Source: an optimization exercise on an open RTL-to-GDS flow (aim: small area, a short achievable clock period and few clock cycles). Production flows keep margins and buffers that such runs may drop.
Function was checked by simulation only, so behaviour that the tests miss may differ from the original.
Power and IR drop assume default switching activity.

[design/flow/standard.sh]
#!/bin/bash
# synth_recipe.tcl (not shown) runs the flow's synth.tcl, then flattens the netlist and writes it again
# the make line also repeats each setting of config.mk as NAME=value (left out here)
make -C /OpenROAD-flow-scripts/flow DESIGN_CONFIG=/design/flow/config.mk WORK_HOME=/design/flow/orfs CLKGATE_MAP_FILE= SYNTH_SCRIPT=/design/flow/synth_recipe.tcl "${@:-finish}"
[design/flow/constraint.sdc]
create_clock -name core_clock -period 14.0 [get_ports {clk}]
set_input_delay 2.8000 -clock core_clock [delete_from_list [all_inputs] [get_ports {clk}]]
set_output_delay 2.8000 -clock core_clock [all_outputs]
set_load 0.01 [all_outputs]
[design/flow/config.mk]
export PLATFORM = sky130hd
export DESIGN_NAME = preemptive_key_scheduler
export DESIGN_NICKNAME = preemptive_key_scheduler
export VERILOG_FILES = /design/flow/design.v
export SDC_FILE = /design/flow/constraint.sdc
export NUM_CORES = 4
export LEC_CHECK = 0
export CAP_MARGIN = 15
export CORE_MARGIN = 2
export CORE_UTILIZATION = 40
export CTS_CLUSTER_DIAMETER = 120
export CTS_CLUSTER_SIZE = 20
export PLACE_DENSITY = 0.6
export SLEW_MARGIN = 15
[design/flow/design.v]
package pks_pkg;
    localparam int SLOT_COUNT = 16;
    localparam int SLOT_W     = 4;
    localparam int ID_W       = 8;
    localparam int PRIO_W     = 8;
    localparam int DUR_W      = 16;
    localparam int KEY_W      = 16;
    localparam int PAIR_N     = SLOT_COUNT * (SLOT_COUNT - 1) / 2;
    localparam logic [1:0] ACT_LOAD    = 2'd0;
    localparam logic [1:0] ACT_TICK    = 2'd1;
    localparam logic [1:0] ACT_RESTART = 2'd2;
    localparam logic [1:0] POL_ARRIVAL = 2'd0;
    localparam logic [1:0] POL_BURST   = 2'd1;
endpackage
import pks_pkg::*;
module pks_ctrl (
    input  logic        clk,
    input  logic        rst_n,
    input  logic        item_valid,
    input  logic [53:0] item_bits,
    output logic        item_stall,
    input  logic        result_stall,
    output logic        result_valid,
    output logic [27:0] result_bits,
    input  logic        stale_any,
    input  logic        stale_any_next,
    input  logic [27:0] tick_result,
    output logic [5:0]  ir,
    output logic        take_load,
    output logic        go_load,
    output logic        go_restart,
    output logic        go_tick
);
    logic        ir_valid;
    logic        stall_reg;
    logic        hv;
    logic        sv;
    logic [27:0] hb;
    logic [27:0] sb;
    logic accept;
    logic deliver;
    logic tick_ok;
    logic go;
    logic ir_valid_next;
    logic ir_tick_next;
    logic sv_next;
    assign item_stall   = stall_reg;
    assign result_valid = hv;
    assign result_bits  = hb;
    assign accept  = item_valid && !stall_reg;
    assign deliver = hv && !result_stall;
    assign tick_ok = !stale_any && !sv;
    assign take_load  = accept && (item_bits[53:52] == ACT_LOAD);
    assign go_load    = ir_valid && (ir[5:4] == ACT_LOAD);
    assign go_restart = ir_valid && (ir[5:4] == ACT_RESTART);
    assign go_tick    = ir_valid && (ir[5:4] == ACT_TICK) && tick_ok;
    assign go         = ir_valid && ((ir[5:4] != ACT_TICK) || tick_ok);
    assign ir_valid_next = accept || (ir_valid && !go);
    assign ir_tick_next  = accept ? (item_bits[53:52] == ACT_TICK) : (ir[5:4] == ACT_TICK);
    always_comb
    begin
        sv_next = sv;
        if (sv && deliver)
            sv_next = 1'b0;
        else if (!sv && go_tick && hv && !deliver)
            sv_next = 1'b1;
    end
    always_ff @(posedge clk or negedge rst_n)
    begin
        if (!rst_n)
        begin
            ir_valid  <= 1'b0;
            stall_reg <= 1'b0;
            hv        <= 1'b0;
            sv        <= 1'b0;
        end
        else
        begin
            ir_valid  <= ir_valid_next;
            stall_reg <= ir_valid_next && ir_tick_next && (stale_any_next || sv_next);
            sv        <= sv_next;
            if (sv)
                hv <= 1'b1;
            else if (go_tick)
                hv <= 1'b1;
            else if (deliver)
                hv <= 1'b0;
        end
    end
    always_ff @(posedge clk)
    begin
        if (accept)
            ir <= item_bits[53:48];
        if (sv && deliver)
            hb <= sb;
        else if (!sv && go_tick && (!hv || deliver))
            hb <= tick_result;
        if (!sv && go_tick && hv && !deliver)
            sb <= tick_result;
    end
endmodule
import pks_pkg::*;
module pks_dp (
    input  logic        clk,
    input  logic        rst_n,
    input  logic        go_load,
    input  logic        go_restart,
    input  logic        go_tick,
    input  logic        pol_chg,
    input  logic        take_load,
    input  logic [53:0] item_bits,
    input  logic [5:0]  ir,
    input  logic        pol_arr,
    input  logic        pol_bur,
    input  logic [SLOT_COUNT-1:0] in_use,
    output logic [27:0] tick_result,
    output logic        stale_any,
    output logic        stale_any_next
);
    logic [SLOT_COUNT-1:0][ID_W-1:0]   id_reg;
    logic [SLOT_COUNT-1:0][PRIO_W-1:0] prio_reg;
    logic [SLOT_COUNT-1:0][DUR_W-1:0]  arrival_reg;
    logic [SLOT_COUNT-1:0][DUR_W-1:0]  burst_reg;
    logic [SLOT_COUNT-1:0][DUR_W-1:0]  rem_reg;
    logic [SLOT_COUNT-1:0] nz_reg;
    logic [SLOT_COUNT-1:0] one_reg;
    logic [SLOT_COUNT-1:0] two_now;
    logic [SLOT_COUNT-1:0] ready_reg;
    logic [SLOT_COUNT-1:0] fresh_reg;
    logic [SLOT_COUNT-1:0] stale_reg;
    logic [SLOT_COUNT-1:0] stale_next;
    logic [DUR_W-1:0]      tick_reg;
    logic [DUR_W-1:0]      tick_next;
    logic [SLOT_COUNT-1:0] match_reg;
    logic [PAIR_N-1:0]     order_reg;
    logic [SLOT_W-1:0] tk_slot;
    logic [ID_W-1:0]   tk_id;
    logic [PRIO_W-1:0] tk_prio;
    logic [DUR_W-1:0]  tk_arr;
    logic [DUR_W-1:0]  tk_burst;
    logic [SLOT_W-1:0] ld_slot;
    assign tk_slot  = item_bits[51:48];
    assign tk_id    = item_bits[47:40];
    assign tk_prio  = item_bits[39:32];
    assign tk_arr   = item_bits[31:16];
    assign tk_burst = item_bits[15:0];
    assign ld_slot  = ir[3:0];
    function automatic logic [KEY_W-1:0] key_of(
        input logic              sel_arr,
        input logic              sel_bur,
        input logic [DUR_W-1:0]  arr,
        input logic [DUR_W-1:0]  bur,
        input logic [PRIO_W-1:0] pri
    );
        if (sel_arr)
            key_of = arr;
        else if (sel_bur)
            key_of = bur;
        else
            key_of = {8'd0, pri};
    endfunction
    function automatic logic [1:0] lt_eq(
        input logic [KEY_W-1:0] a,
        input logic [KEY_W-1:0] b
    );
        logic [15:0] l0, e0;
        logic [7:0]  l1, e1;
        logic [3:0]  l2, e2;
        logic [1:0]  l3, e3;
        l0 = ~a & b;
        e0 = ~(a ^ b);
        for (int k = 0; k < 8; k++)
        begin
            l1[k] = l0[2*k+1] | (e0[2*k+1] & l0[2*k]);
            e1[k] = e0[2*k+1] & e0[2*k];
        end
        for (int k = 0; k < 4; k++)
        begin
            l2[k] = l1[2*k+1] | (e1[2*k+1] & l1[2*k]);
            e2[k] = e1[2*k+1] & e1[2*k];
        end
        for (int k = 0; k < 2; k++)
        begin
            l3[k] = l2[2*k+1] | (e2[2*k+1] & l2[2*k]);
            e3[k] = e2[2*k+1] & e2[2*k];
        end
        lt_eq = {l3[1] | (e3[1] & l3[0]), e3[1] & e3[0]};
    endfunction
    function automatic int pidx(input int j, input int s);
        pidx = s * (s - 1) / 2 + j;
    endfunction
    logic [SLOT_COUNT-1:0][KEY_W-1:0] slot_key;
    logic [SLOT_COUNT-1:0] ready_now;
    logic [SLOT_COUNT-1:0] nz;
    logic [SLOT_COUNT-1:0] is_one;
    logic [SLOT_COUNT-1:0] elig;
    logic [SLOT_COUNT-1:0] win;
    logic [SLOT_COUNT-1:0] pend_reg;
    logic                  pend_fresh_reg;
    logic [DUR_W-1:0]      wb_base;
    logic [DUR_W-1:0]      wb_val;
    logic [SLOT_COUNT-1:0] r_hi0, r_two, r_three;
    logic [SLOT_COUNT-1:0] b_hi0, b_zero, b_one, b_two, b_three;
    logic                  tk_nz;
    logic                  tk_one;
    always_comb
    begin
        for (int i = 0; i < SLOT_COUNT; i++)
        begin
            slot_key[i]  = key_of(pol_arr, pol_bur, arrival_reg[i], burst_reg[i], prio_reg[i]);
            ready_now[i] = ready_reg[i] || (in_use[i] && match_reg[i]);
            r_hi0[i]     = (rem_reg[i][15:2] == '0);
            r_two[i]     = r_hi0[i] && (rem_reg[i][1:0] == 2'd2);
            r_three[i]   = r_hi0[i] && (rem_reg[i][1:0] == 2'd3);
            b_hi0[i]     = (burst_reg[i][15:2] == '0);
            b_zero[i]    = b_hi0[i] && (burst_reg[i][1:0] == 2'd0);
            b_one[i]     = b_hi0[i] && (burst_reg[i][1:0] == 2'd1);
            b_two[i]     = b_hi0[i] && (burst_reg[i][1:0] == 2'd2);
            b_three[i]   = b_hi0[i] && (burst_reg[i][1:0] == 2'd3);
            if (fresh_reg[i])
                two_now[i] = b_two[i];
            else if (pend_reg[i])
                two_now[i] = pend_fresh_reg ? b_three[i] : r_three[i];
            else
                two_now[i] = r_two[i];
            nz[i]        = nz_reg[i];
            is_one[i]    = one_reg[i];
            elig[i]      = in_use[i] && ready_now[i] && nz[i];
        end
    end
    always_comb
    begin
        for (int i = 0; i < SLOT_COUNT; i++)
        begin
            win[i] = elig[i];
            for (int j = 0; j < SLOT_COUNT; j++)
            begin
                if (j < i)
                begin
                    if (elig[j] && order_reg[pidx(j, i)])
                        win[i] = 1'b0;
                end
                else if (j > i)
                begin
                    if (elig[j] && !order_reg[pidx(i, j)])
                        win[i] = 1'b0;
                end
            end
        end
    end
    logic [ID_W-1:0] run_id;
    logic            first_run;
    logic            finished;
    logic            all_done;
    logic [SLOT_COUNT-1:0] busy;
    logic [7:0]      any1, two1;
    logic [3:0]      any2, two2;
    logic [1:0]      any3, two3;
    logic            two_busy;
    logic            last_done;
    always_comb
    begin
        run_id    = '0;
        first_run = 1'b0;
        finished  = 1'b0;
        for (int i = 0; i < SLOT_COUNT; i++)
        begin
            run_id    = run_id | ({ID_W{win[i]}} & id_reg[i]);
            first_run = first_run | (win[i] && fresh_reg[i]);
            finished  = finished | (win[i] && is_one[i]);
        end
        busy = in_use & nz;
        for (int k = 0; k < 8; k++)
        begin
            any1[k] = busy[2*k] | busy[2*k+1];
            two1[k] = busy[2*k] & busy[2*k+1];
        end
        for (int k = 0; k < 4; k++)
        begin
            any2[k] = any1[2*k] | any1[2*k+1];
            two2[k] = two1[2*k] | two1[2*k+1] | (any1[2*k] & any1[2*k+1]);
        end
        for (int k = 0; k < 2; k++)
        begin
            any3[k] = any2[2*k] | any2[2*k+1];
            two3[k] = two2[2*k] | two2[2*k+1] | (any2[2*k] & any2[2*k+1]);
        end
        two_busy  = two3[0] | two3[1] | (any3[0] & any3[1]);
        last_done = 1'b1;
        for (int i = 0; i < SLOT_COUNT; i++)
            if (busy[i] && !(elig[i] && is_one[i]))
                last_done = 1'b0;
        all_done = !two_busy && last_done;
    end
    assign tick_result = {tick_reg, run_id, !(|elig), first_run, finished, all_done};
    logic [SLOT_COUNT-1:0] stale_low;
    logic [SLOT_COUNT-1:0] stale_cur;
    logic [SLOT_COUNT-1:0] row_sel;
    logic [SLOT_COUNT-1:0] row_before;
    logic [KEY_W-1:0]      cmp_key;
    logic [SLOT_COUNT-1:0] beats;
    logic [KEY_W-1:0]      eng_key_reg;
    logic                  pol_chg_reg;
    logic [KEY_W-1:0]      eng_key_next;
    logic [SLOT_COUNT-1:0][1:0] cmp_res;
    assign stale_any = |stale_reg;
    assign stale_cur = stale_reg & (~stale_reg + 1'b1);
    assign stale_low = stale_next & (~stale_next + 1'b1);
    always_comb
    begin
        eng_key_next = '0;
        for (int i = 0; i < SLOT_COUNT; i++)
            eng_key_next = eng_key_next | ({KEY_W{stale_low[i]}} & slot_key[i]);
        if (take_load)
            eng_key_next = key_of(pol_arr, pol_bur, tk_arr, tk_burst, tk_prio);
        for (int i = 0; i < SLOT_COUNT; i++)
            row_sel[i] = go_load ? (ld_slot == SLOT_W'(i)) : stale_cur[i];
        cmp_key = eng_key_reg;
        for (int j = 0; j < SLOT_COUNT; j++)
        begin
            row_before[j] = 1'b0;
            for (int s = j + 1; s < SLOT_COUNT; s++)
                row_before[j] = row_before[j] | row_sel[s];
            cmp_res[j] = lt_eq(slot_key[j], cmp_key);
            beats[j]   = cmp_res[j][1] || (cmp_res[j][0] && row_before[j]);
        end
        stale_next = stale_reg & ~row_sel;
        if (pol_chg_reg)
            stale_next = '1;
    end
    assign stale_any_next = |stale_next;
    always_ff @(posedge clk)
    begin
        eng_key_reg <= eng_key_next;
    end
    always_ff @(posedge clk)
    begin
        for (int s = 1; s < SLOT_COUNT; s++)
        begin
            for (int j = 0; j < s; j++)
            begin
                if (row_sel[s])
                    order_reg[pidx(j, s)] <= beats[j];
                else if (row_sel[j])
                    order_reg[pidx(j, s)] <= !beats[s];
            end
        end
    end
    always_ff @(posedge clk or negedge rst_n)
    begin
        if (!rst_n)
        begin
            pol_chg_reg   <= 1'b0;
            stale_reg     <= '0;
        end
        else
        begin
            pol_chg_reg   <= pol_chg;
            stale_reg     <= stale_next;
        end
    end
    always_ff @(posedge clk)
    begin
        for (int i = 0; i < SLOT_COUNT; i++)
        begin
            if (take_load && (tk_slot == SLOT_W'(i)))
            begin
                id_reg[i]      <= tk_id;
                prio_reg[i]    <= tk_prio;
                arrival_reg[i] <= tk_arr;
                burst_reg[i]   <= tk_burst;
            end
            if (pend_reg[i])
                rem_reg[i] <= wb_val;
        end
    end
    always_comb
    begin
        wb_base = '0;
        for (int i = 0; i < SLOT_COUNT; i++)
            wb_base = wb_base | ({DUR_W{pend_reg[i]}} & (pend_fresh_reg ? burst_reg[i] : rem_reg[i]));
        wb_val = wb_base - 1'b1;
    end
    always_ff @(posedge clk or negedge rst_n)
    begin
        if (!rst_n)
            pend_reg <= '0;
        else
            pend_reg <= go_tick ? win : '0;
    end
    always_ff @(posedge clk)
    begin
        pend_fresh_reg <= first_run;
    end
    assign tk_nz  = (tk_burst != '0);
    assign tk_one = (tk_burst == 16'd1);
    always_ff @(posedge clk or negedge rst_n)
    begin
        if (!rst_n)
            nz_reg <= '0;
        else
        begin
            for (int i = 0; i < SLOT_COUNT; i++)
            begin
                if (take_load && (tk_slot == SLOT_W'(i)))
                    nz_reg[i] <= tk_nz;
                else if (go_restart)
                    nz_reg[i] <= !b_zero[i];
                else if (go_tick && win[i])
                    nz_reg[i] <= !one_reg[i];
            end
        end
    end
    always_ff @(posedge clk)
    begin
        for (int i = 0; i < SLOT_COUNT; i++)
        begin
            if (take_load && (tk_slot == SLOT_W'(i)))
                one_reg[i] <= tk_one;
            else if (go_restart)
                one_reg[i] <= b_one[i];
            else if (go_tick && win[i])
                one_reg[i] <= two_now[i];
        end
    end
    always_ff @(posedge clk)
    begin
        for (int i = 0; i < SLOT_COUNT; i++)
        begin
            if ((go_load && (ld_slot == SLOT_W'(i))) || go_restart)
                fresh_reg[i] <= 1'b1;
            else if (go_tick && win[i])
                fresh_reg[i] <= 1'b0;
        end
    end
    always_ff @(posedge clk or negedge rst_n)
    begin
        if (!rst_n)
        begin
            ready_reg <= '0;
            tick_reg  <= '0;
        end
        else
        begin
            for (int i = 0; i < SLOT_COUNT; i++)
            begin
                if ((go_load && (ld_slot == SLOT_W'(i))) || go_restart)
                begin
                    ready_reg[i] <= 1'b0;
                end
                else if (go_tick)
                    ready_reg[i] <= ready_now[i];
            end
            tick_reg <= tick_next;
        end
    end
    always_comb
    begin
        tick_next = tick_reg;
        if (go_restart)
            tick_next = '0;
        else if (go_tick && (tick_reg != '1))
            tick_next = tick_reg + 1'b1;
    end
    always_ff @(posedge clk)
    begin
        for (int i = 0; i < SLOT_COUNT; i++)
            match_reg[i] <= (arrival_reg[i] == tick_next);
    end
endmodule
import pks_pkg::*;
module preemptive_key_scheduler (
    input  logic        clk,
    input  logic        rst_n,
    input  logic        item_valid,
    output logic        item_stall,
    input  logic [53:0] item_bits,
    output logic        result_valid,
    input  logic        result_stall,
    output logic [27:0] result_bits,
    input  logic        psel,
    input  logic        penable,
    input  logic        pwrite,
    input  logic [2:0]  paddr,
    input  logic [31:0] pwdata,
    output logic [31:0] prdata,
    output logic        pready
);
    logic [1:0]  policy_reg;
    logic        pol_arr_reg;
    logic        pol_bur_reg;
    logic [4:0]  slots_reg;
    logic [15:0] in_use_reg;
    logic [4:0]  prdata_reg;
    logic        cfg_write;
    logic        pol_chg;
    logic [5:0]  ir;
    logic        take_load;
    logic        go_load;
    logic        go_restart;
    logic        go_tick;
    logic        stale_any;
    logic        stale_any_next;
    logic [27:0] tick_result;
    assign pready    = 1'b1;
    assign cfg_write = psel && penable && pwrite;
    assign pol_chg = cfg_write && !paddr[2] &&
                     ((pwdata[1:0] != policy_reg) &&
                      !(pwdata[1] && policy_reg[1]));
    always_ff @(posedge clk or negedge rst_n)
    begin
        if (!rst_n)
        begin
            policy_reg  <= POL_BURST;
            pol_arr_reg <= 1'b0;
            pol_bur_reg <= 1'b1;
            slots_reg   <= '0;
            in_use_reg  <= '0;
        end
        else if (cfg_write)
        begin
            if (paddr[2])
            begin
                slots_reg <= pwdata[4:0];
                for (int i = 0; i < 16; i++)
                    in_use_reg[i] <= (5'(i) < pwdata[4:0]);
            end
            else
            begin
                policy_reg  <= pwdata[1:0];
                pol_arr_reg <= (pwdata[1:0] == POL_ARRIVAL);
                pol_bur_reg <= (pwdata[1:0] == POL_BURST);
            end
        end
    end
    always_ff @(posedge clk)
    begin
        prdata_reg <= paddr[2] ? slots_reg : {3'd0, policy_reg};
    end
    assign prdata = {27'd0, prdata_reg};
    pks_ctrl u_ctrl (
        .clk            (clk),
        .rst_n          (rst_n),
        .item_valid     (item_valid),
        .item_bits      (item_bits),
        .item_stall     (item_stall),
        .result_stall   (result_stall),
        .result_valid   (result_valid),
        .result_bits    (result_bits),
        .stale_any      (stale_any),
        .stale_any_next (stale_any_next),
        .tick_result    (tick_result),
        .ir             (ir),
        .take_load      (take_load),
        .go_load        (go_load),
        .go_restart     (go_restart),
        .go_tick        (go_tick)
    );
    pks_dp u_dp (
        .clk            (clk),
        .rst_n          (rst_n),
        .go_load        (go_load),
        .go_restart     (go_restart),
        .go_tick        (go_tick),
        .pol_chg        (pol_chg),
        .take_load      (take_load),
        .item_bits      (item_bits),
        .ir             (ir),
        .pol_arr        (pol_arr_reg),
        .pol_bur        (pol_bur_reg),
        .in_use         (in_use_reg),
        .tick_result    (tick_result),
        .stale_any      (stale_any),
        .stale_any_next (stale_any_next)
    );
endmodule
[design/flow/flow/run.sh]
#!/bin/bash
# Standard layout (the standard.sh) with a larger setup margin for
# ORFS's repair_timing, so that repair works towards a shorter period than
# the clock constraint asks. Constraints and scripts are unchanged.
export SETUP_SLACK_MARGIN=9.5
bash standard.sh > standard.log 2>&1
==> run notes, run 1 <==
Yosys
After synthesis the cells add up to 0.07138 sq mm. After synthesis, the share of flip-flops with an asynchronous set or reset is 7.870%. Among all flip-flop cells after synthesis, the most frequent one is sky130_fd_sc_hd__edfxtp_1.

The number of instances in the synthesized netlist is between 6000 and 7000. During synthesis, Yosys emitted a total of 3 warnings. The average cell area after synthesis is 11.70 sq um.

Counting flops with a built-in enable in the synthesized netlist gives 1222. Of the synthesized area, sequential elements account for 56.75%. After synthesis the netlist holds a flip-flop and latch count of 1385. The count of different cell masters after synthesis is 93.

Clocking
Clock tree synthesis found a total of approximately 1400 sinks. The clock latency at the later pin of the worst-skew pair is ~0.77 ns. TritonCTS built the clock tree. Buffers inserted during clock tree synthesis total 80. The depth of the CTS H-tree is 3. No sink is reached through more buffers than the 3 on the longest clock path.

The root buffer cell chosen for the clock tree is sky130_fd_sc_hd__clkbuf_16. After clock tree synthesis, the clock-pin slew on the worst setup and hold paths is about 0.09 ns.

STA
The final period demand of the worst path is ~4.6 ns. The final-report hold violation count is 0. Setup repair after global routing could not meet its margin everywhere. For the pin with the worst max-slew slack, the measured transition is 1.252 ns.

On the final layout, the worst clock skew is 0.03176 ns. The final critical path takes up 32.95% of the cycle. In this run the tightest slew margin relative to its limit is 16.52%. The highest clock frequency the design can meet is between 200 and 250 MHz. Setup violations remaining at the end of the flow were counted as 0. The number of pins with negative max-slew slack in the final report is 0. The accumulated negative setup slack is 0 ns. Hold is met by 0.4991 ns.

Global routing
The total overflow left after global routing is 0. The overall track demand over capacity in global routing is between 40% and 50%. The number of global-route vias before repair is 54740. The global-route wire length before repair is between 400 and 500 mm. The number of antenna violations at the first check in global routing is 40. Entering global routing, the biggest net connects 142 pins.

Hold path
The start point of the worst hold path is slots_reg[2]. The class of the most critical hold timing path is register to register. Along the worst hold path, the cell count comes to 1.

Critical path
The critical path required time is 14.56 ns. The worst setup path is captured at a register. The start point of the critical path is u_dp.pend_fresh_reg.

The critical path crosses 10 cells after its start point. Walking the worst path, the cells encountered are buf_16, buf_12, mux2_2, a22oi_1, nand4_1, nor2_2, nand4_1, nor4_1, xnor2_2, buf_4. The cell family contributing the most delay on the critical path is simple AND/OR/NAND/NOR gates.

The register-to-register path setup slack is between 9 and 10 ns. STA classifies the critical path startpoint as a register. The dominant cell type by count on the critical path is sky130_fd_sc_hd__nand4_1. In this run the critical register-to-register path is launched from u_dp.pend_fresh_reg. Data arrives at the worst endpoint at between 5 and 6 ns. The buffer and inverter count on the worst path is 3. The slowest stage of the critical path belongs to the cell sky130_fd_sc_hd__dfxtp_4. The maximum fanout count along the critical path is between 40 and 50. In this design, the stage delay of the slowest critical-path cell is ~0.64 ns.

The count of cells along the worst register-to-register path is 10. The worst setup path is of the register to register kind.

Placement
The total cell area at the placement stage is 0.07617 sq mm. The count of input and output buffers is 101. Detailed placement finished with a half-perimeter wire length of 272.7 mm. At the end of routability-driven placement, the weighted congestion stood at 1.037.

Route
The count of nets left with antenna violations once routing finished came out at 0. The total detailed-routing wirelength is approximately 380 mm. The DRC violations left is 0. The number of vias per cell after detailed routing is 6.882.

The violation count after the first detailed-route iteration is between 9000 and 10000. The detailed-router iteration count before antenna repair is 6. Dividing the detail-routed wire length by the instance count gives 43.30 um. Across all layers, the routed design uses 59710 vias.

Floorplanning
The site row count is 155. The count of boundary I/O pins is between 150 and 200. The initial core utilization is 40.14%. The floorplan step defined a core boundary enclosing 0.1778 sq mm. The die is 426.4 um wide. The die is 426.4 um tall. The die footprint is 0.1818 sq mm.

Power and ir drop
The largest vdd supply drop is 0.0001271 V. The total power density per cell area is 135.5 mW/mm^2. The combinational fraction of design power is 30.3%.

Net switching is 36.69% of the power. The share of total power dissipated in the clock network is 23.6%. For this design the static power due to leakage is roughly 0.03 uW. The share of power burned in registers is 46.0%. Cell internal power was estimated by the tool at 6953 uW. In this run the power spent charging and discharging nets is 4030 uW.

The total power is about 11000 uW.

Layout
The fraction of final layout cells with drive strength greater than 1 is 15.27%. With fillers left out, the area of the finished cells amounts to between 0.08 and 0.09 sq mm. The area growth from synthesis to layout is 13.52%.

At the end of the flow, the number of nets in the layout was 6603.

Job
Max-cap violations in this run came to 0.

Outcome
The flow ran to the end and the layout has no timing, DRC or antenna violations.
worst paths after layout:
kind | to
hold reg to reg | prdata_reg[2]
max in group asynchronous | u_dp.pend_reg[4]
min in group asynchronous | u_dp.tick_reg[14]
hold / removal | prdata_reg[2]
setup reg to reg | u_dp.rem_reg[151]
setup / recovery | u_dp.rem_reg[151]
cell usage in the layout, fill, tap and decap left out, types with 62 or more instances in the layout:
cell type                         synthesis  routed
sky130_fd_sc_hd__edfxtp_1              1222    1222
sky130_fd_sc_hd__a21oi_1                486     472
sky130_fd_sc_hd__nand2_1                482     470
sky130_fd_sc_hd__nor2_1                 421     398
sky130_fd_sc_hd__mux2_2                 311     311
sky130_fd_sc_hd__ha_1                   258     258
sky130_fd_sc_hd__buf_4                   28     234
sky130_fd_sc_hd__o21ai_0                229     222
sky130_fd_sc_hd__a22oi_1                180     177
sky130_fd_sc_hd__nand4_1                168     168
sky130_fd_sc_hd__mux2i_1                158     143
sky130_fd_sc_hd__nor4_1                 163     136
sky130_fd_sc_hd__xnor2_1                139     133
sky130_fd_sc_hd__nor3_1                 124     107
sky130_fd_sc_hd__dfrtp_1                107     104
sky130_fd_sc_hd__inv_1                  105      98
sky130_fd_sc_hd__a21o_1                  91      91
sky130_fd_sc_hd__clkdlybuf4s50_1          0      91
sky130_fd_sc_hd__clkbuf_16                0      85
sky130_fd_sc_hd__o22ai_1                 82      81
sky130_fd_sc_hd__nand3_1                 77      75
sky130_fd_sc_hd__and3_1                  62      62
Yosys cell counts, types with 15 or more instances:
master,count,area (sq um)
sky130_fd_sc_hd__a211o_1,15,131.4
sky130_fd_sc_hd__a211oi_1,44,330.3
sky130_fd_sc_hd__a21o_1,91,683.2
sky130_fd_sc_hd__a21oi_1,486,2432
sky130_fd_sc_hd__a221o_1,15,150.1
sky130_fd_sc_hd__a221oi_1,37,324.1
sky130_fd_sc_hd__a22o_1,37,324.1
sky130_fd_sc_hd__a22oi_1,180,1351
sky130_fd_sc_hd__a31oi_1,39,244.0
sky130_fd_sc_hd__a32oi_1,21,183.9
sky130_fd_sc_hd__and2_1,22,137.6
sky130_fd_sc_hd__and3_1,62,387.9
sky130_fd_sc_hd__buf_1,54,202.7
sky130_fd_sc_hd__buf_2,17,85.08
sky130_fd_sc_hd__buf_4,28,210.2
sky130_fd_sc_hd__clkbuf_1,279,1047
sky130_fd_sc_hd__dfrtp_1,107,2678
sky130_fd_sc_hd__dfxtp_1,54,1081
sky130_fd_sc_hd__edfxtp_1,1222,36700
sky130_fd_sc_hd__ha_1,258,3228
sky130_fd_sc_hd__inv_1,105,394.1
sky130_fd_sc_hd__mux2_2,311,3502
sky130_fd_sc_hd__mux2i_1,158,1582
sky130_fd_sc_hd__nand2_1,482,1809
sky130_fd_sc_hd__nand2b_1,32,200.2
sky130_fd_sc_hd__nand3_1,77,385.4
sky130_fd_sc_hd__nand4_1,168,1051
sky130_fd_sc_hd__nor2_1,421,1580
sky130_fd_sc_hd__nor2b_1,21,131.4
sky130_fd_sc_hd__nor3_1,124,620.6
sky130_fd_sc_hd__nor4_1,163,1020
sky130_fd_sc_hd__nor4b_1,20,175.2
sky130_fd_sc_hd__o2111ai_1,47,411.6
sky130_fd_sc_hd__o211ai_1,49,367.9
sky130_fd_sc_hd__o21a_1,21,157.7
sky130_fd_sc_hd__o21ai_0,229,1146
sky130_fd_sc_hd__o221ai_1,35,306.5
sky130_fd_sc_hd__o22ai_1,82,513.0
sky130_fd_sc_hd__or2_2,20,125.1
sky130_fd_sc_hd__or3_1,33,206.5
sky130_fd_sc_hd__or4_1,37,277.8
sky130_fd_sc_hd__xnor2_1,139,1217
sky130_fd_sc_hd__xor2_1,59,516.8
cell families after synthesis:
| group | count (synthesis) | synth area share, % |
|---|---|---|
| adders and majority gates | 259 | 4.536 |
| DFF | 1385 | 56.75 |
| muxes | 469 | 7.122 |
| buffers and inverters | 490 | 2.775 |
| other | 2 | 0.01052 |
| and+or+nand+nor | 1740 | 12.08 |
| AOI/OAI and AO/OA | 1556 | 14.30 |
| xor gates and xnor gates | 198 | 2.429 |
power groups by stage:
stage / Combinational [uW] / Clock, uW / Sequential [uW]
6_report: 3330 / 2600 / 5050
5_1_grt: 3500 / 2730 / 5050
4_1_cts: 3130 / 2590 / 5030
3_5_place_dp: 2920 / 0 / 5130
3_3_place_gp: 2900 / 0 / 5130
2_1_floorplan: 1610 / 0 / 4970
final cells by class:
type	instances	area [sq um]
diodes	19	47.55
clock buffers	124	2188
clock inverters	10	128.9
fillers	16400	96810
inverters	110	451.7
multi-input cells	4251	30180
flip-flops and latches	1385	40520
well taps	2355	2947
repair buffers	421	4564
routing by layer:
metal  track usage [%]  routed length [um]
met1             50.07              137500
met2             59.41              159500
met3             11.44               44130
met4             29.15               34430
met5                 0                  79
per-stage QoR:
step | util [%] | setup slack [ns] | cells
after global routing | 45.54 | 9.460 | 8656
final | 45.56 | 9.386 | 8675
after floorplan | - | 8.834 | 6125
after detailed placement | 42.83 | 7.724 | 8428
after global placement | 42.82 | 7.781 | 8427
after CTS | 45.20 | 9.385 | 8631
timing repair:
action	4_1_cts	5_1_grt
cloned	15	4
resized for setup	177	69
hold endpoints to repair	0	0
endpoints found under the setup margin	1109	498
pin swaps	21	15
hold buffers	0	0
buffers inserted	54	21
Testbench counts, summed over its fixed seeds: cycles 8,808.
==> inputs of run 2 (changes only) <==
--- a/design/flow/flow/run.sh
+++ b/design/flow/flow/run.sh
@@ -4,3 +4,3 @@
 # the clock constraint asks. Constraints and scripts are unchanged.
-export SETUP_SLACK_MARGIN=9.5
+export SETUP_SLACK_MARGIN=9.4
 bash standard.sh > standard.log 2>&1
--- a/design/flow/config.mk
+++ b/design/flow/config.mk
@@ -7,3 +7,3 @@
 export LEC_CHECK = 0
-export CAP_MARGIN = 15
+export CAP_MARGIN = 40
 export CORE_MARGIN = 2
@@ -13,2 +13,2 @@
 export PLACE_DENSITY = 0.6
-export SLEW_MARGIN = 15
+export SLEW_MARGIN = 30
==> run 2 against run 1 <==
Clock power about the same. Final cell count about the same. Worst hold slack got worse by 0.012 ns. Critical path type unchanged. Combinational power decreased by 2%. Still clean on timing, DRC and antenna.
==> run notes, run 2 <==
Clocking
The deepest clock path buffer count is 3. The count of clock tree sinks is 1385. The tree is rooted in a sky130_fd_sc_hd__clkbuf_16.

TritonCTS built the clock tree. The clock latency at the later pin of the worst-skew pair is 0.79 ns. Hold repair after CTS inserted 0 buffers. The total CTS buffers is 80. CTS built an H-tree with a depth of 3. The clock input transition at the sequential cells of the worst setup and hold paths is 0.09 ns.

Yosys
In the post-synthesis netlist, the cell with the most instances is sky130_fd_sc_hd__edfxtp_1. The share of synthesized registers carrying an async set or reset is 7.870%. The number of instances in the synthesized netlist is 6099. The commonest cells after synthesis are sky130_fd_sc_hd__edfxtp_1 (1222), sky130_fd_sc_hd__a21oi_1 (486), sky130_fd_sc_hd__nand2_1 (482). The number of different library cells used by synthesis comes to 93. For this run, the number of Yosys warnings is 3. The top cell type by area accounts for 51.41% of the synthesized area. Counting flops with a built-in enable in the synthesized netlist gives 1222. The portion of the post-synthesis area used by sequential elements is 56.75%. The most frequently used flop master after synthesis is sky130_fd_sc_hd__edfxtp_1. Sorting the synthesized cells by area gives the leading types as sky130_fd_sc_hd__edfxtp_1 (51%), sky130_fd_sc_hd__mux2_2 (4.9%), sky130_fd_sc_hd__ha_1 (4.5%), sky130_fd_sc_hd__dfrtp_1 (3.8%), sky130_fd_sc_hd__a21oi_1 (3.4%).

Counting flops and latches in the post-synthesis netlist gives 1385. Of all cell types, the one taking the most synthesized area is sky130_fd_sc_hd__edfxtp_1. The average cell area after synthesis is about 12 sq um. In this run the cell area of the synthesized design comes to approximately 0.071 sq mm.

STA
Setup violations remaining at the end of the flow were counted as 0. Based on the critical path, the design can be clocked at up to 214.3 MHz. The worst clock skew is 0.04247 ns.

The post-route clock period utilization is 33.33%. The slew at the pin closest to its max-slew limit is 1.041 ns. The final period demand of the worst path is around 4.7 ns. The accumulated negative setup slack is 0 ns. Setup repair after global routing could not meet its margin everywhere.

The worst pin sits at a relative slew slack of 30.59%. The number of pins with negative max-slew slack in the final report is 0. The final-report hold violation count was 0.

Route
In the final routed layout, each cell accounts on average for 43.67 um. The number of vias per cell after detailed routing is 6.858. The routed layout has 59520 vias. Wires add up to around 380 mm. In this run the remaining antenna-violating nets after routing total 0. The first TritonRoute pass finished after 8 iterations. The DRC violations left is 0.

The detailed router finished its first iteration with 9552 violations.

Floorplanning
The die is 426.4 um wide. The count of boundary I/O pins is approximately 160. In this run the core area contains 155 standard-cell rows. The die covers 0.1818 sq mm. The vertical die dimension is 426.4 um. Once the floorplan was initialized, standard cells occupied 40.14% of the core. The placeable core region is 0.1778 sq mm.

Global routing
The number of global-route vias before repair is 54370. The number of antenna violations at the first check in global routing is 31. The global-route congestion overflow total is 0. The largest net degree at the start of global routing is 82.

The overall track demand over capacity in global routing is about two fifths. The global-route wire length before repair is approximately 500 mm.

Layout
The area used by sequential logic in the layout is around 0.041 sq mm. The area added between synthesis and finish is 13.44%. In the final layout, the multi-input gates occupy roughly 0.03 sq mm. The fraction of final layout cells with drive strength greater than 1 is 15.29%.

The library cells used most frequently in the layout, excluding fill and tap cells, are sky130_fd_sc_hd__edfxtp_1 (1222), sky130_fd_sc_hd__nand2_1 (474), sky130_fd_sc_hd__a21oi_1 (467). The total of fill cells in the finished design is approximately 16000. The leading cell type in the layout, fill and taps excluded is sky130_fd_sc_hd__edfxtp_1. The final layout contains 6622 nets.

Outcome
The flow ran to the end and the layout has no timing, DRC or antenna violations.

Critical path
The kind of cell with the highest combined delay on the critical path is compound AO/OA/AOI/OAI gates. The critical path capture point is u_dp.order_reg[46]. The critical path crosses 14 cells after its start point.

The number of buffers and inverters on the critical path is 3. The kind of start point of the critical path is a register. The largest single stage delay on the critical path is 0.75 ns. The critical path required time is 14.48 ns. Counting cells, the worst reg-to-reg path comes to 14. The startpoint identified for the worst register-to-register timing path is pol_bur_reg.

The maximum fanout count along the critical path is 25. The arrival time of data at the critical path endpoint is 5.15 ns. Traced cell by cell, the critical path runs through buf_12, bufbuf_16, mux2i_1, nor2_1, a21oi_1, ha_1, nand2_1, nor3_1, o21ai_0, o211ai_1, a31oi_2, buf_6, nand2_1, o21ai_0. The setup check on the worst reg-to-reg path leaves a slack of 9.33 ns.

STA classifies the critical path endpoint as a register. The end of the worst register-to-register path is u_dp.order_reg[46]. The classification of the worst setup path is register to register. Tracing the worst setup path back leads to its startpoint at pol_bur_reg. The slowest stage cell on the critical path is sky130_fd_sc_hd__dfstp_4.

Power and ir drop
Power comes to 10920 uW. The largest vdd supply drop is 0.0001259 V. Dividing total power by cell area gives a power density of ~130 mW/mm^2. The analysis attributes to cell leakage a power of 0.02985 uW.

Placement
The HPWL after detailed placement is 278.6 mm. The count of input and output buffers is 101. The placer congestion estimate is 1.030.

Hold path
The class of the most critical hold timing path is register to register.

Job
Across the run, the number of max-cap violations was 0.
-- run 2: cell counts after synthesis --
No cell type changed its count.
-- run 2: worst min path at each step --
| stage | startpoint | to | slack (ns) | cells past startpoint |
|---|---|---|---|---|
| after floorplan | u_dp.tick_reg[3] | u_ctrl.sb[15] | 0.42 | 0 |
| after global placement | slots_reg[2] | prdata_reg[2] | 0.47 | 1 |
| after detailed placement | slots_reg[2] | prdata_reg[2] | 0.47 | 1 |
| after CTS | slots_reg[2] | prdata_reg[2] | 0.50 | 1 |
| after global routing | slots_reg[2] | prdata_reg[2] | 0.52 | 1 |
| final | slots_reg[2] | prdata_reg[2] | 0.49 | 1 |
-- run 2: where the power goes --
| group | switching, uW | leakage (uW) | total [uW] | internal (uW) |
|---|---|---|---|---|
| clock | 1500 | 0.00111 | 2600 | 1100 |
| sequential | 292 | 0.0136 | 5040 | 4750 |
| combinational | 2220 | 0.0151 | 3280 | 1060 |
-- run 2: timing repair --
| action | in CTS | in global routing |
|---|---|---|
| resized for setup | 113 | 54 |
| cloned | 12 | 4 |
| endpoints found under the setup margin | 1037 | 487 |
| pin swaps | 12 | 6 |
| buffers inserted | 37 | 18 |
-- run 2: final cells by class --
type | count | area share [%]
Timing Repair inverter | 1 | 0.009271
Sequential cell | 1385 | 50.04
Tap cell | 2355 | 3.639
Clock buffer | 121 | 2.701
Timing Repair Buffer | 440 | 5.726
Antenna cell | 5 | 0.01545
Inverter | 110 | 0.5516
Multi-Input combinational cell | 4250 | 37.16
Clock inverter | 12 | 0.1622
-- run 2: logic make-up (layout without fill, tap and decap cells) --
family                   count (synthesis)  count (layout)  share of synthesized area, %
flip-flops                            1385            1385                         56.75
other                                    2              33                       0.01052
multiplexers                           469             469                         7.122
adder cells (fa/ha/maj)                259             259                         4.536
AND/OR/NAND/NOR                       1740            1740                         12.08
AO/OA/AOI/OAI                         1556            1556                         14.30
buffers and inverters                  490             684                         2.775
XOR/XNOR                               198             198                         2.429
-- run 2: metal layers --
metal  share of wire, %  GRT usage (%)
met3                 12          11.19
met2                 42          60.13
met1                 37          50.94
met5              0.049              0
met4                9.1          29.23
-- run 2: per-stage QoR --
stage                     instances  utilization, %  cell area (sq um)  setup WS, ns  hold WS, ns
after global placement         8425           42.83              76170         7.508       0.4672
final                          8679           45.53              80970         9.333       0.4875
after CTS                      8646           45.19              80370         9.396       0.4951
after global routing           8674           45.53              80960         9.316       0.5225
after detailed placement       8464           43.17              76780         7.581       0.4743
after floorplan                6125               -              71650         8.834       0.4231
-- run 2: worst register-to-register path, cell delays in order, from the launching register on --
cell and delay [ns]:
sky130_fd_sc_hd__dfstp_4 0.75, sky130_fd_sc_hd__buf_12 0.20, sky130_fd_sc_hd__bufbuf_16 0.39, sky130_fd_sc_hd__mux2i_1 0.75, sky130_fd_sc_hd__nor2_1 0.15, sky130_fd_sc_hd__a21oi_1 0.24
sky130_fd_sc_hd__ha_1 0.19, sky130_fd_sc_hd__nand2_1 0.07, sky130_fd_sc_hd__nor3_1 0.22, sky130_fd_sc_hd__o21ai_0 0.15, sky130_fd_sc_hd__o211ai_1 0.38, sky130_fd_sc_hd__a31oi_2 0.27
sky130_fd_sc_hd__buf_6 0.23, sky130_fd_sc_hd__nand2_1 0.26, sky130_fd_sc_hd__o21ai_0 0.14

separate check: timing with driven ports:
The results above use ideal ports. As a check the final layouts listed here were re-extracted and re-timed, cells and wires unchanged. Step 1 sets driving cells, clkbuf_16 on the clock port and buf_2 on the other inputs (assumed; they add their load-dependent delay and slew). Step 2 adds t to the input delays and takes it off the output delays; t is the mean of the earliest and latest rising clock arrival at the registers after step 1. Input paths then give back, and output paths get back, about the clock's delay inside the block. Slacks: ideal ports / drivers / drivers and shift; pairs: ideal ports / drivers.
run	shift t [ns]	setup WS [ns]	worst slew at a driven data input, ns
run 1	0.837	9.386 / 9.386 / 8.728	0.07
run 2	0.861	9.333 / 9.333 / 8.629	0.08
After both steps every run listed still meets setup and hold. For run 2, which loses most, drivers alone change the setup slack by 0.000 ns; drivers and shift together by -0.704 ns.
